Context: an optimization exercise on an open-source flow, tuned for small area, a short achievable clock period and few clock cycles. The choices shown serve that exercise and are no tape-out recipe.
No activity file was given, so power comes from the tool's default toggle rates.

Setup of north:
## char_lcs_edit_script_unit
module char_lcs_edit_script_unit (
  input  logic       clk,
  input  logic       rst,
  input  logic       start,
  output logic       busy,
  input  logic [1:0] op,
  input  logic [7:0] ch,
  output logic       strobe,
  output logic [1:0] tag,
  output logic [7:0] ch_res,
  output logic       last,
  output logic       overflow
);
export LEC_CHECK = 0
export CAP_MARGIN = 20
export CORE_MARGIN = 2
export CORE_UTILIZATION = 40
export SETUP_SLACK_MARGIN = 4.8
export SLEW_MARGIN = 20
export TNS_END_PERCENT = 10
create_clock -name core_clock -period 7.5 [get_ports {clk}]
standard.sh (not shown) runs the stock make flow with config.mk's settings and CLKGATE_MAP_FILE= SYNTH_SCRIPT=/design/flow/synth_recipe.tcl, a recipe that flattens the netlist after the stock synthesis.
==> flow/flow/run.sh <==
#!/bin/bash
# the standard layout, with the port buffers taken from the plain buffer family
# (buf_4) instead of the delay cells buffer_ports picks by default; every input and
# output still gets its own buffer
set -o pipefail
cp standard.sh standard_sh_copy.txt
export BUFFER_PORTS_ARGS="-buffer_cell sky130_fd_sc_hd__buf_4"
bash standard.sh > standard_flow.log 2>&1
The inputs of south differ from those of north as listed below.
--- a/flow/design.v
+++ b/flow/design.v
@@ -45,48 +45,52 @@
   output logic [1:0] tag,
   output logic [7:0] ch_res,
   output logic       last,
   output logic       overflow
 );
   localparam int ML = cled_pkg::MaxLen;
   typedef enum logic [2:0] {
     S_IDLE,
     S_REF0,
     S_REF,
+    S_TR0,
     S_TRACE,
     S_EMIT,
     S_FINAL
   } st_t;
   st_t state;
   logic        busy_r, strobe_r, last_r, dropped, tab_ok, pb_v, all_d, cur_k, at_m;
   logic        tw_v, tw_rec, d_r;
   logic [1:0]  tag_r;
-  logic [7:0]  chres_r;
+  logic [7:0]  chres_r, bch;
   logic [4:0]  len_a, len_b, ba, ta, ei;
   logic [3:0]  wslot, tw_slot;
   logic [15:0] prev_v, mt_r;
   logic [16:0] mask, cur_mask;
   logic [7:0]  mem_a [ML];
   logic [7:0]  mem_b [ML];
   logic [15:0] tab [ML];
   logic acc, acc_a, acc_b, acc_run, app_a, app_b;
   assign acc = start & ~busy_r & ~rst;
   assign acc_a = acc & (op == cled_pkg::OP_APPEND_A);
   assign acc_b = acc & (op == cled_pkg::OP_APPEND_B);
   assign acc_run = acc & (op == cled_pkg::OP_RUN);
   assign app_a = acc_a & ~len_a[4];
   assign app_b = acc_b & ~len_b[4];
   logic [7:0]  cmp_ch, rd_b;
+  logic [4:0]  idle_addr, rb_addr;
   logic [15:0] mt;
   always_comb begin
-    rd_b = mem_b[ba[3:0]];
-    cmp_ch = (state == S_IDLE) ? ch : rd_b;
+    idle_addr = (tab_ok && len_b != '0) ? len_b - 5'd2 : '0;
+    rb_addr = (state == S_IDLE) ? idle_addr : ba;
+    rd_b = mem_b[rb_addr[3:0]];
+    cmp_ch = (state == S_IDLE) ? ch : bch;
     for (int k = 0; k < ML; k++) mt[k] = (mem_a[k] == cmp_ch);
   end
   logic [15:0] vnew, hc;
   logic [15:0] gg [5];
   logic [15:0] pp [5];
   always_comb begin
     gg[0] = mt_r & ~prev_v;
     pp[0] = ~prev_v;
     for (int l = 0; l < 4; l++) begin
       for (int k = 0; k < ML; k++) begin
@@ -178,21 +182,22 @@
       if ((acc_a & len_a[4]) | (acc_b & len_b[4])) dropped <= 1'b1;
       case (state)
         S_IDLE:
           if (acc_run) begin
             busy_r <= 1'b1;
             if (len_b == '0) state <= S_EMIT;
             else if (tab_ok) state <= S_TRACE;
             else state <= S_REF0;
           end
         S_REF0: state <= S_REF;
-        S_REF: if ({1'b0, wslot} == len_b - 5'd1) state <= S_TRACE;
+        S_REF: if ({1'b0, wslot} == len_b - 5'd1) state <= S_TR0;
+        S_TR0: state <= S_TRACE;
         S_TRACE:
           if (wslot == 4'd0) begin
             strobe_r <= 1'b1;
             state <= (f_ident || f_last) ? S_FINAL : S_EMIT;
           end
         S_EMIT: begin
           strobe_r <= 1'b1;
           if (ident || lastn) state <= S_FINAL;
         end
         S_FINAL: begin
@@ -208,38 +213,39 @@
       endcase
     end
   end
   always_ff @(posedge clk) begin
     if (tw_v) tab[tw_slot] <= tw_rec ? {10'd0, d_r, mbin} : prev_v;
     tw_v <= pb_v | (state == S_REF) | (state == S_TRACE);
     tw_slot <= wslot;
     tw_rec <= (state == S_TRACE);
   end
   always_ff @(posedge clk) begin
+    bch <= rd_b;
     if (!len_a[4]) mem_a[len_a[3:0]] <= ch;
     if (!len_b[4]) mem_b[len_b[3:0]] <= ch;
     if (state == S_IDLE && len_b == '0) prev_v <= '0;
     else if (pb_v) prev_v <= vnew;
     case (state)
       S_IDLE: begin
         if (app_b) begin
           mt_r <= mt;
           wslot <= len_b[3:0];
         end
         for (int k = 0; k < 17; k++) mask[k] <= (5'(k) <= len_a);
         all_d <= 1'b1;
         ei <= '0;
         if (tab_ok && len_b != '0) begin
-          ba <= len_b - 5'd2;
+          ba <= len_b - 5'd3;
           ta <= len_b - 5'd2;
         end else begin
-          ba <= '0;
+          ba <= (len_b == '0) ? 5'd0 : 5'd1;
           ta <= 5'd1;
         end
         at_m <= (len_b == '0);
       end
       S_REF0: begin
         prev_v <= '0;
         mt_r <= mt;
         ba <= ba + 5'd1;
         wslot <= '0;
       end
@@ -247,20 +253,21 @@
         prev_v <= vnew;
         if ({1'b0, wslot} == len_b - 5'd1) begin
           ba <= {1'b0, wslot} - 5'd1;
           ta <= {1'b0, wslot} - 5'd1;
         end else begin
           mt_r <= mt;
           ba <= ba + 5'd1;
           wslot <= wslot + 4'd1;
         end
       end
+      S_TR0: ba <= ba - 5'd1;
       S_TRACE: begin
         prev_v <= rec;
         mt_r <= mt;
         wslot <= wslot - 4'd1;
         mask <= newmask;
         d_r <= d;
         all_d <= all_d & d;
         if (wslot == 4'd0) begin
           ei <= (f_del | f_eq) ? 5'd1 : 5'd0;
           if (f_del) begin
Findings:
- Every stage of the flow completed for south, and the final layout passed the timing, DRC and antenna checks.
- Cmp south vs north: overall power consumption higher in south
- The reg-to-reg setup timing slack number comes out higher for north vs south.
- Diff north -> south | register bit count reported by yosys | increase of 4
- On adder and majority cell fraction of the synthesized area, the lower figure sits with north, not south.
- [compare] base=north new=south: share of synthesized area spent on multiplexers decreased 1.5 points, number of clock buffer instances in the layout decreased 6, compound-gate portion of the synthesized area increased 1.2 points.
- south vs. north: final critical delay including setup and external delays now larger; worst path setup slack after routing went down 0.12 ns; clock power share dropped 12 points.
- Compared with north, south shows a higher number of sequential storage elements.
- Looking at detailed route wirelength on metal2 across north and south, the one that comes out lower is north.
Function was not checked in any run of this note: the RTL went through the layout flow alone.

[afterwards: timing with drivers on the ports]
The results above use ideal ports. As a check the final layouts listed here were re-extracted and re-timed, cells and wires unchanged.
Step 1 sets driving cells, clkbuf_16 on the clock port and buf_2 on the other inputs (assumed; they add their load-dependent delay and slew).
Step 2 also shifts input and output timing later by t, the mid clock arrival at the registers, as if the neighbouring blocks saw the same clock.
Slacks: ideal / step 1 / step 2; pairs: ideal / step 1.
| run | t (ns) | slack for setup (ns) | worst register clock-pin slew, ns | cell pins on the clock port's net |
|---|---|---|---|---|
| north | 0.676 | 4.652 / 4.652 / 4.058 | 0.06 / 0.06 | 1 |
| south | 0.669 | 4.536 / 4.536 / 4.100 | 0.07 / 0.07 | 1 |
After both steps every run listed still meets setup and hold. For north, which loses most, drivers alone change the setup slack by 0.000 ns; drivers and shift together by -0.594 ns.
